Source: an optimization exercise on an open RTL-to-GDS flow (aim: a short achievable clock period and few clock cycles per item). Production flows keep margins and buffers that such runs may drop.
In this exercise RTL edits were held to simulation tests only and were not proved equivalent to the original.

==> flow/design.v (excerpt) <==
module stack_cpu #(
    parameter int DATA_LEN    = stack_cpu_pkg::data_len,
    parameter int ADDR_LEN    = stack_cpu_pkg::addr_len,
    parameter int STACK_DEPTH = 8
) (
    input  logic                             clk,
    input  logic                             rstn,
    input  logic                             start,
    input  stack_cpu_pkg::opcode_t           opcode,
    input  stack_cpu_pkg::data_word_t        operand,
    output logic                             done,
    output stack_cpu_pkg::data_word_t        stack_top,
    output logic [$clog2(STACK_DEPTH+1)-1:0] stack_count,
    output logic                             fault
);
==> module stack_cpu, before the edit <==
module stack_cpu #(
    parameter int DATA_LEN    = stack_cpu_pkg::data_len,
    parameter int ADDR_LEN    = stack_cpu_pkg::addr_len,
    parameter int STACK_DEPTH = 8
) (
    input  logic                             clk,
    input  logic                             rstn,
    input  logic                             start,
    input  stack_cpu_pkg::opcode_t           opcode,
    input  stack_cpu_pkg::data_word_t        operand,
    output logic                             done,
    output stack_cpu_pkg::data_word_t        stack_top,
    output logic [$clog2(STACK_DEPTH+1)-1:0] stack_count,
    output logic                             fault
);
    localparam int CNT_W = $clog2(STACK_DEPTH + 1);
    logic is_push, is_load, is_store, is_alu;
    logic full, empty, lt2;
    logic push_ok, pop_op;
    logic [DATA_LEN-1:0] top_q, second, alu_r, rd_data;
    logic [CNT_W-1:0]    count;
    assign done = start;
    assign is_push  = start && opcode == stack_cpu_pkg::OP_PUSH;
    assign is_load  = start && opcode == stack_cpu_pkg::OP_LOAD;
    assign is_store = start && opcode == stack_cpu_pkg::OP_STORE;
    assign is_alu   = start && opcode[3:2] == 2'b10;
    assign full  = (count == CNT_W'(STACK_DEPTH));
    assign empty = (count == '0);
    assign lt2   = (count < CNT_W'(2));
    assign push_ok = (is_push || is_load) && !full;
    assign pop_op  = is_store || is_alu;
    always_comb begin
        case (opcode[1:0])
            2'd0: alu_r = second + top_q;
            2'd1: alu_r = second - top_q;
            2'd2: alu_r = second & top_q;
            default: alu_r = second ^ top_q;
        endcase
    end
    assign stack_top   = top_q;
    assign stack_count = count;
    stack_memory #(.DATA_LEN(DATA_LEN), .STACK_DEPTH(STACK_DEPTH)) u_stack (
        .clk(clk), .rstn(rstn), .push(push_ok), .pop(pop_op),
        .top(top_q), .second(second)
    );
    data_ram #(.DATA_LEN(DATA_LEN), .ADDR_LEN(ADDR_LEN)) u_ram (
        .clk(clk), .wr_en(is_store), .addr(operand), .wr_data(top_q),
        .rd_data(rd_data)
    );
    always_ff @(posedge clk or negedge rstn) begin
        if (!rstn) begin
            top_q <= '0;
            count <= '0;
            fault <= 1'b0;
        end else begin
            if (push_ok) begin
                top_q <= is_load ? rd_data : operand;
            end else if (is_store) begin
                top_q <= second;
            end else if (is_alu) begin
                top_q <= alu_r;
            end
            if (push_ok) begin
                count <= count + 1'b1;
            end else if (is_store) begin
                if (!empty) count <= count - 1'b1;
            end else if (is_alu) begin
                if (!lt2) count <= count - 1'b1;
                else      count <= CNT_W'(1);
            end
            if (((is_push || is_load) && full) || (is_store && empty) || (is_alu && lt2)) begin
                fault <= 1'b1;
            end
        end
    end
endmodule
make LEC_CHECK=0 CAP_MARGIN=20 CORE_MARGIN=2 CORE_UTILIZATION=60 PLACE_DENSITY=0.7 SETUP_SLACK_MARGIN=2.4 SLEW_MARGIN=20 finish   # period 5.0 ns
run.sh (not shown) runs the stock make flow with config.mk's settings and CLKGATE_MAP_FILE= SYNTH_SCRIPT=/design/flow/synth_recipe.tcl, a recipe that flattens the netlist after the stock synthesis.
Testbench counts at the start, summed over its fixed seeds: cycles 16,008, instrs 16,000.
Edit:
--- a/flow/design.v
+++ b/flow/design.v
@@ -80,12 +80,61 @@
         end
     end
     assign rd_data = (wb_valid && wb_addr == addr) ? wb_data : mem[addr];
 endmodule
 `timescale 1ns/1ps
 `timescale 1ns/1ps
+module stack_alu_unit #(
+    parameter int DATA_LEN = stack_cpu_pkg::data_len
+) (
+    input  logic [DATA_LEN-1:0] a,
+    input  logic [DATA_LEN-1:0] b,
+    input  logic [1:0]          op,
+    output logic [DATA_LEN-1:0] r
+);
+    logic [DATA_LEN-1:0] sum, diff;
+    stack_alu_adder #(.N(DATA_LEN)) u_add (.a(a), .b(b),  .cin(1'b0), .s(sum));
+    stack_alu_adder #(.N(DATA_LEN)) u_sub (.a(a), .b(~b), .cin(1'b1), .s(diff));
+    always_comb begin
+        case (op)
+            2'd0: r = sum;
+            2'd1: r = diff;
+            2'd2: r = a & b;
+            default: r = a ^ b;
+        endcase
+    end
+endmodule
+module stack_alu_adder #(
+    parameter int N = 8
+) (
+    input  logic [N-1:0] a,
+    input  logic [N-1:0] b,
+    input  logic         cin,
+    output logic [N-1:0] s
+);
+    logic [N-1:0] p, g, gg, pp, gn, pn;
+    always_comb begin
+        p = a ^ b;
+        g = a & b;
+        gg = g;
+        pp = p;
+        gg[0] = g[0] | (p[0] & cin);
+        for (int d = 1; d < N; d = d * 2) begin
+            gn = gg;
+            pn = pp;
+            for (int i = d; i < N; i++) begin
+                gn[i] = gg[i] | (pp[i] & gg[i-d]);
+                pn[i] = pp[i] & pp[i-d];
+            end
+            gg = gn;
+            pp = pn;
+        end
+        s[0] = p[0] ^ cin;
+        for (int i = 1; i < N; i++) s[i] = p[i] ^ gg[i-1];
+    end
+endmodule
 `timescale 1ns/1ps
 module stack_cpu #(
     parameter int DATA_LEN    = stack_cpu_pkg::data_len,
     parameter int ADDR_LEN    = stack_cpu_pkg::addr_len,
     parameter int STACK_DEPTH = 8
 ) (
@@ -112,20 +161,15 @@
     assign is_alu   = start && opcode[3:2] == 2'b10;
     assign full  = (count == CNT_W'(STACK_DEPTH));
     assign empty = (count == '0);
     assign lt2   = (count < CNT_W'(2));
     assign push_ok = (is_push || is_load) && !full;
     assign pop_op  = is_store || is_alu;
-    always_comb begin
-        case (opcode[1:0])
-            2'd0: alu_r = second + top_q;
-            2'd1: alu_r = second - top_q;
-            2'd2: alu_r = second & top_q;
-            default: alu_r = second ^ top_q;
-        endcase
-    end
+    stack_alu_unit #(.DATA_LEN(DATA_LEN)) u_alu (
+        .a(second), .b(top_q), .op(opcode[1:0]), .r(alu_r)
+    );
     assign stack_top   = top_q;
     assign stack_count = count;
     stack_memory #(.DATA_LEN(DATA_LEN), .STACK_DEPTH(STACK_DEPTH)) u_stack (
         .clk(clk), .rstn(rstn), .push(push_ok), .pop(pop_op),
         .top(top_q), .second(second)
     );
Wire length went up by 3.6%.
Register-to-register slack is better by 0.09 ns.
Fmax is higher by 4.9%.
Global-route usage goes up by 1.5 points.
Count of clock-buffer cells in the layout is unchanged.
Testbench counts after the change, summed over its fixed seeds: cycles 16,008, instrs 16,000.

[static timing again, ports no longer ideal]
How much do the figures lean on ideal ports? The routed layouts below were timed once more, with nothing changed but the port constraints.
Step 1 (the two cells are an assumption about what drives the block):
set clk [get_ports {clk}]
set_driving_cell -lib_cell sky130_fd_sc_hd__clkbuf_16 $clk
set_driving_cell -lib_cell sky130_fd_sc_hd__buf_2 [delete_from_list [all_inputs] $clk]
Step 2, shift: input delay + t, output delay - t, t = (earliest + latest rising clock arrival at the registers) / 2. This alone moves slack from input paths to output paths.
Three values: ideal ports, drivers, drivers and shift; two values: the first two.
| run | t (ns) | setup WS [ns] | worst setup path after step 2 | worst slew at a driven data input, ns | pins driven straight from the clock port |
|---|---|---|---|---|---|
| the first run | 0.910 | 1.930 / 1.738 / 0.828 | input to register | 0.30 | 1 |
| the second run | 0.903 | 2.072 / 2.033 / 1.131 | input to register | 0.19 | 1 |
After both steps setup and hold are still met in every run listed. The setup slack of the first run, which loses most, moves by -0.192 ns with the drivers and by -1.102 ns with both steps.
